This design comes from an exercise in tuning for small area on the open sky130 flow, not from production work.
In this exercise RTL edits were held to simulation tests only and were not proved equivalent to the original.

**design.v**
```verilog
`default_nettype none
package fast_pkg;
    localparam int WIN_RADIUS = 3;
    localparam int ARC_LEN = 9;
    typedef logic [7:0] pixel_t;
    typedef logic [9:0] coord_t;
    typedef struct packed {
        pixel_t        center;
        pixel_t [15:0] ring;
    } fast_circle_t;
    typedef struct packed {
        logic       flag;
        logic [7:0] score;
    } corner_t;
    typedef struct packed {
        coord_t  x;
        coord_t  y;
        corner_t corner;
    } point_t;
endpackage
`default_nettype wire
`timescale 1ns/100ps
`default_nettype none
module fast_frame_ctrl #(
    parameter int IMG_WIDTH  = 32,
    parameter int IMG_HEIGHT = 24
) (
    input  logic       i_clk,
    input  logic       i_rst_n,
    input  logic       i_valid,
    input  logic       i_start,
    output logic       o_ready,
    output logic       o_start,
    output logic       o_end,
    output logic       o_point_valid,
    output logic [9:0] o_cnt,
    output logic       o_chain_en
);
    localparam int FILL = 3 * IMG_WIDTH + 6;
    localparam int LAST = IMG_WIDTH * IMG_HEIGHT - 1;
    logic active;
    logic vq;
    logic start_acc;
    assign start_acc     = i_valid && i_start && o_ready;
    assign o_ready       = !active && !o_end;
    assign o_point_valid = vq && !(o_cnt[9] && o_cnt[8]);
    assign o_start       = vq && (o_cnt == 10'd0);
    assign o_end         = vq && (o_cnt == 10'(LAST));
    assign o_chain_en    = i_valid && !(o_cnt[4:1] == 4'hf);
    always_ff @(posedge i_clk or negedge i_rst_n) begin
        if (!i_rst_n) begin
            active <= 1'b0;
            vq     <= 1'b0;
        end else begin
            vq <= i_valid && (active || start_acc);
            if (start_acc) begin
                active <= 1'b1;
            end else if (i_valid && o_cnt == 10'(LAST - 1)) begin
                active <= 1'b0;
            end
        end
    end
    always_ff @(posedge i_clk) begin
        if (start_acc) begin
            o_cnt <= 10'(-FILL);
        end else if (i_valid && active) begin
            o_cnt <= o_cnt + 1'b1;
        end
    end
endmodule
`default_nettype wire
`timescale 1ns/100ps
`default_nettype none
module fast_window #(
    parameter int IMG_WIDTH = 32
) (
    input  logic         i_clk,
    input  logic         i_valid,
    input  logic         i_chain_en,
    input  fast_pkg::pixel_t       i_pixel,
    output fast_pkg::fast_circle_t o_circle
);
    localparam int HEAD = 6;
    localparam int RW   = IMG_WIDTH - 2;
    localparam int CLEN = 6 * RW + 2;
    logic [HEAD*8-1:0] head;
    logic [CLEN*8-1:0] chain;
    always_ff @(posedge i_clk) begin
        if (i_valid) begin
            head <= {head[(HEAD-1)*8-1:0], i_pixel};
        end
    end
    always_ff @(posedge i_clk) begin
        if (i_chain_en) begin
            chain <= {chain[(CLEN-1)*8-1:0], head[HEAD*8-1 -: 8]};
        end
    end
    function automatic int pos(input int dx, input int dy);
        pos = 3 * RW - (dy * RW + dx);
    endfunction
    always_comb begin
        o_circle.center   = chain[pos( 0,  0)*8 +: 8];
        o_circle.ring[0]  = chain[pos( 0, -3)*8 +: 8];
        o_circle.ring[1]  = chain[pos( 1, -3)*8 +: 8];
        o_circle.ring[2]  = chain[pos( 2, -2)*8 +: 8];
        o_circle.ring[3]  = chain[pos( 3, -1)*8 +: 8];
        o_circle.ring[4]  = chain[pos( 3,  0)*8 +: 8];
        o_circle.ring[5]  = chain[pos( 3,  1)*8 +: 8];
        o_circle.ring[6]  = chain[pos( 2,  2)*8 +: 8];
        o_circle.ring[7]  = head[HEAD*8-1 -: 8];
        o_circle.ring[8]  = chain[pos( 0,  3)*8 +: 8];
        o_circle.ring[9]  = chain[pos(-1,  3)*8 +: 8];
        o_circle.ring[10] = chain[pos(-2,  2)*8 +: 8];
        o_circle.ring[11] = chain[pos(-3,  1)*8 +: 8];
        o_circle.ring[12] = chain[pos(-3,  0)*8 +: 8];
        o_circle.ring[13] = chain[pos(-3, -1)*8 +: 8];
        o_circle.ring[14] = chain[pos(-2, -2)*8 +: 8];
        o_circle.ring[15] = chain[pos(-1, -3)*8 +: 8];
    end
endmodule
`default_nettype wire
`timescale 1ns/100ps
`default_nettype none
module fast_segment_test #(
    parameter int THRESHOLD = 20
) (
    input  fast_pkg::fast_circle_t i_circle,
    output fast_pkg::corner_t      o_corner
);
    logic [15:0] bright;
    logic [15:0] dark;
    logic [7:0]  ex [16];
    logic [11:0] acc_b;
    logic [11:0] acc_d;
    logic [7:0]  sum_b;
    logic [7:0]  sum_d;
    logic        arc_hit;
    function automatic logic has_arc(input logic [15:0] m);
        logic [31:0] dbl;
        logic        hit;
        dbl = {m, m};
        hit = 1'b0;
        for (int s = 0; s < 16; s++) begin
            hit = hit | (&dbl[s +: fast_pkg::ARC_LEN]);
        end
        has_arc = hit;
    endfunction
    always_comb begin
        logic [8:0] d;
        logic [7:0] u;
        logic [8:0] e;
        acc_b = '0;
        acc_d = '0;
        for (int i = 0; i < 16; i++) begin
            d = {1'b0, i_circle.ring[i]} - {1'b0, i_circle.center};
            u = d[8] ? ~d[7:0] : d[7:0];
            e = {1'b0, u} - 9'(THRESHOLD) + 9'(d[8]);
            bright[i] = !d[8] && !e[8] && (e != 9'd0);
            dark[i]   =  d[8] && !e[8] && (e != 9'd0);
            ex[i]     = e[7:0];
            if (bright[i]) acc_b = acc_b + 12'(ex[i]);
            if (dark[i])   acc_d = acc_d + 12'(ex[i]);
        end
        sum_b = (acc_b > 12'd255) ? 8'hff : acc_b[7:0];
        sum_d = (acc_d > 12'd255) ? 8'hff : acc_d[7:0];
        arc_hit = has_arc(bright) || has_arc(dark);
        o_corner.flag  = arc_hit;
        o_corner.score = arc_hit ? ((sum_b > sum_d) ? sum_b : sum_d) : 8'd0;
    end
endmodule
`default_nettype wire
`timescale 1ns/100ps
`default_nettype none
module fast_border_mask #(
    parameter int IMG_WIDTH  = 32,
    parameter int IMG_HEIGHT = 24,
    parameter int EDGE       = 4
) (
    input  logic [9:0]        i_cnt,
    input  fast_pkg::corner_t i_corner,
    output fast_pkg::point_t  o_point
);
    logic [4:0] x;
    logic [4:0] y;
    logic       masked;
    assign x = i_cnt[4:0];
    assign y = i_cnt[9:5];
    always_comb begin
        masked = (x < 5'(EDGE)) || (x > 5'(IMG_WIDTH - 1 - EDGE)) ||
                 (y < 5'(EDGE)) || (y > 5'(IMG_HEIGHT - 1 - EDGE));
        o_point.x      = {5'd0, x};
        o_point.y      = {5'd0, y};
        o_point.corner = masked ? '0 : i_corner;
    end
endmodule
`default_nettype wire
`timescale 1ns/100ps
`default_nettype none
module fast_detector #(
    parameter int IMG_WIDTH  = 32,
    parameter int IMG_HEIGHT = 24,
    parameter int EDGE       = 4,
    parameter int THRESHOLD  = 20
) (
    input  logic   i_clk,
    input  logic   i_rst_n,
    input  logic   i_valid,
    input  logic   i_start,
    input  logic [7:0]  i_pixel,
    output logic   o_ready,
    output logic   o_start,
    output logic   o_end,
    output logic   o_point_valid,
    output logic [28:0] o_point
);
    fast_pkg::fast_circle_t circle;
    fast_pkg::corner_t      corner;
    logic [9:0]             cnt;
    logic                   chain_en;
    fast_frame_ctrl #(
        .IMG_WIDTH  (IMG_WIDTH),
        .IMG_HEIGHT (IMG_HEIGHT)
    ) i_fast_frame_ctrl (
        .i_clk         (i_clk),
        .i_rst_n       (i_rst_n),
        .i_valid       (i_valid),
        .i_start       (i_start),
        .o_ready       (o_ready),
        .o_start       (o_start),
        .o_end         (o_end),
        .o_point_valid (o_point_valid),
        .o_cnt         (cnt),
        .o_chain_en    (chain_en)
    );
    fast_window #(
        .IMG_WIDTH (IMG_WIDTH)
    ) i_fast_window (
        .i_clk      (i_clk),
        .i_valid    (i_valid),
        .i_chain_en (chain_en),
        .i_pixel    (i_pixel),
        .o_circle   (circle)
    );
    fast_segment_test #(
        .THRESHOLD (THRESHOLD)
    ) i_fast_segment_test (
        .i_circle (circle),
        .o_corner (corner)
    );
    fast_border_mask #(
        .IMG_WIDTH  (IMG_WIDTH),
        .IMG_HEIGHT (IMG_HEIGHT),
        .EDGE       (EDGE)
    ) i_fast_border_mask (
        .i_cnt    (cnt),
        .i_corner (corner),
        .o_point  (o_point)
    );
endmodule
`default_nettype wire
```
**run.sh**
```bash
#!/bin/bash
# synth_recipe.tcl (not shown) runs the flow's synth.tcl, then flattens the netlist and writes it again
# the make line also repeats each setting of config.mk as NAME=value (left out here)
make -C /OpenROAD-flow-scripts/flow DESIGN_CONFIG=/design/flow/config.mk WORK_HOME=/design/flow/orfs CLKGATE_MAP_FILE= SYNTH_SCRIPT=/design/flow/synth_recipe.tcl finish
```
**config.mk**
```make
export PLATFORM = sky130hd
export DESIGN_NAME = fast_detector
export DESIGN_NICKNAME = fast_detector
export VERILOG_FILES = /design/flow/design.v
export SDC_FILE = /design/flow/constraint.sdc
export NUM_CORES = 4
export LEC_CHECK = 0
export ABC_AREA = 1
export CAP_MARGIN = 20
export CORE_MARGIN = 2
export CORE_UTILIZATION = 40
export SLEW_MARGIN = 20
```
**constraint.sdc**
```tcl
create_clock -name core_clock -period 20.0 [get_ports {i_clk}]
set_input_delay 4.0000 -clock core_clock [delete_from_list [all_inputs] [get_ports {i_clk}]]
set_output_delay 4.0000 -clock core_clock [all_outputs]
set_load 0.01 [all_outputs]
```
==> results.txt <==
[worst min-delay path by stage]
stage,to,slack (ns),depth (start not counted)
after global routing,i_fast_window.chain[203],0.38,0
after CTS,i_fast_window.chain[113],0.36,0
after detailed placement,i_fast_window.chain[1009],0.40,0
final,i_fast_window.chain[113],0.38,0
after floorplan,i_fast_window.chain[1000],0.40,0
after global placement,i_fast_window.chain[912],0.40,0
[cells in the final DEF, fill, tap and decap left out, types with 18 or more instances in the layout]
cell type and instances:
buf_4 924, o21ai_2 69, nand3_2 69, ha_1 289
nor4_1 22, o21ai_1 56, inv_1 524, clkinv_1 44
xnor2_2 20, fa_1 30, a21oi_1 236, nand2_2 171
ha_4 105, nand2_1 946, nor2_2 28, or2_2 48
nand3_1 256, o21ai_0 56, nand3b_1 27, nor3_1 18
nand4_1 25, o21bai_1 59, xor2_1 232, inv_2 76
clkdlybuf4s50_1 25, edfxtp_1 1504, nor2_1 238, clkbuf_16 147
clkbuf_1 26, nand2_4 28, xnor2_1 115, a21oi_2 47
[logic make-up after synthesis]
logic type | count (synthesis)
buffers and inverters | 669
other | 1
adder cells (fa/ha/maj) | 440
multiplexers | 1
AO/OA/AOI/OAI | 631
XOR/XNOR | 383
flip-flops | 1516
AND/OR/NAND/NOR | 1937
[sequential cells by signal, indices dropped and copies added (netlist names)]
| register | count |
|---|---|
| i_fast_frame_ctrl.active | 1 |
| i_fast_frame_ctrl.o_cnt | 10 |
| i_fast_frame_ctrl.vq | 1 |
| i_fast_window.chain | 1456 |
| i_fast_window.head | 48 |
[through the flow]
| stage | instances | area [µm²] | setup TNS (ns) | utilization [%] |
|---|---|---|---|---|
| floorplan | 5587 | 69690 | -8617.29 | - |
| finish | 9103 | 87730 | -11.43 | 50.58 |
| detailed placement | 8661 | 78450 | -19.68 | 45.23 |
| CTS | 9053 | 85710 | -12.14 | 49.42 |
| global placement | 8661 | 78450 | -18.09 | 45.23 |
| global route | 9103 | 87730 | -19.36 | 50.58 |
[layer usage]
layer	up-vias	track usage (%)	part of all wire (%)
met5	-	0	0.0088
met4	2	6.051	3.5
met3	263	2.688	4.2
met2	743	25.56	46
met1	20759	22.96	47
li1	21616	-	-
[area by class of cell]
| cell class | instances | area, µm² | share of cell area [%] |
|---|---|---|---|
| clock buffers | 173 | 3776 | 4.304 |
| clock inverters | 86 | 883.3 | 1.007 |
| inverters | 620 | 2366 | 2.697 |
| multi-input cells | 3402 | 24830 | 28.30 |
| flip-flops and latches | 1516 | 45410 | 51.77 |
| well taps | 2325 | 2909 | 3.316 |
| repair buffers | 981 | 7547 | 8.603 |
[worst max-delay path: cells and delay by family (launching register included)]
kind | cells | cell delay (ns)
buffers and inverters | 17 | 1.70
AOI/OAI and AO/OA | 18 | 2.73
and+or+nand+nor | 44 | 4.34
DFF | 1 | 0.43
xor gates and xnor gates | 4 | 0.62
adders and majority gates | 19 | 6.84
[what timing repair did]
action | CTS | global route
endpoints found under the setup margin | 8 | 8
gates resized for setup | 406 | 329
pin swaps | 291 | 241
buffers inserted | 135 | 50
gates cloned | 1 | 0
==> metrics.cfg <==
[die]
dieHeight_um = 421.2
fp.dieW_um = 421.2
core_area_um2 = 173400
start_util_pct = 40.15
rows = 153
num_io_pins = 45
die_area_um2 = 177400

[worst_hold_path]
hold_start = i_fast_window.chain[105]
hold_path.class = reg2reg

[global_routing]
antenna_found_initial = 11
grt-ovfl-total = 0
grt_max_degree = 204
grt_pass1_wl_um = 228800
first_global_vias = 42393
grt_usage_pct = 16.35

[worst_setup_path]
r2r-end = i_fast_window.chain[1167]
arrival_ns = 17.46
crit_start = i_fast_window.chain[720]
cp-start-kind = flop
crit_slowest_cell = fa_1
crit_top_cell = nand2_2
worstPathMaxFanout = 9
r2r_slack_ns = 15.16
cp.required_ns = 16.00
critPathKind = reg2out
cpPeakStageDelay_ns = 0.58
timing.rr.start = i_fast_frame_ctrl.o_cnt[2]
worst-r2r-cell-count = 7
endpoint_kind = primary output
crit_end = o_point[1]

[synth]
synth_cells = 5578
yosys_warnings = 5
synth-seq-cells = 1516
synth-compound-area-share_pct = 5.130
synth_top_family_by_area = simple AND/OR/NAND/NOR gates
synth_ff_type = edfxtp_1
synth.most_common_cell = edfxtp_1
synth_top_area_cell = edfxtp_1
synth.avg_cell_area_um2 = 12.48
synth_common_cells = edfxtp_1, nand2_1, inv_1, ha_1, nand3_1
netlist.area_leader.share_pct = 64.86
netlist_top_cells_area = edfxtp_1, ha_1, nand2_1, inv_1, xor2_1
synth_xor_area_share_pct = 4.871
async_flop_share_pct = 0.1319
synth-simple-area-share_pct = 12.62
synth_fa_ha_area_share_pct = 8.391
yosys.cell_types.count = 65
synth_edf_count = 1504
yosysSeqAreaShare_pct = 65.22
synth.mux.area_fraction_pct = 0.01437
netlist_area_um2 = 69630

[final_layout]
insertedDiodeCount = 0
drive_above_1_share_pct = 28.99
nFillCells = 14903
syn_to_final_growth_pct = 25.98
num-nets-final = 7119

[sta]
fin_crit_ns = 21.46
hold_viol = 0
rsz0062_at_grt = true
post-route-period-util_pct = 107.3
worst_hold_slack_ns = 0.3754
fmax_ghz = 0.04660
slew_viol_final = 0
maxSlewHeadroom_pct = 30.05
fin_ws_ns = -1.461
tightest_slew_ns = 1.049
setup_violations = 8
fin_skew_ns = 0.06248

[clock_network]
cts_root_buffer = clkbuf_16
postCtsHoldBufs = 0
cts_buffer_depth = 3
clkLatencyLatePin_ns = 0.81
cts_tree = done
numCtsBuffers = 146
clock-sinks = 1516
cts.htree.levels = 4
clkTransAtPathRegs_ns = 0.06

[place]
hpwl_um = 102900
port_buffers = 34
globalplace.congestion = 0.8874
dp_slack_ns = -2.478

[detailed_routing]
wl_per_cell_um = 16.25
dr_total_vias = 43383
wirelength_um = 147900
dr.pass1.iters = 5
vias_per_cell = 4.766
ant_nets = 0
first_iter_violations = 2845
drc = 0

[outcome]
so_faults = setup timing
outcome = complete, but fails checks

[flow_run]
cap_viol_max_count = 0

[separate check: timing with driven ports]
In the flow no input, the clock included, has a driving cell. The finished layout below was timed again as built, in two steps.
Step 1: set_driving_cell puts a clkbuf_16 on i_clk and a buf_2 on each other input, an assumption about the parent block.
Step 2 adds t to the input delays and takes it off the output delays; t is the mean of the earliest and latest rising clock arrival at the registers after step 1. Input paths then give back, and output paths get back, about the clock's delay inside the block.
Slacks: ideal ports / drivers / drivers and shift; pairs: ideal ports / drivers.
shift t [ns]: 0.859
setup WS [ns]: -1.461 / -1.541 / -0.682
worst setup path at the end: register to output
clock arrival spread, ns: 0.063 / 0.063
pins driven straight from the clock port: 1
For this run, drivers alone change the setup slack by -0.080 ns; drivers and shift together by +0.779 ns.
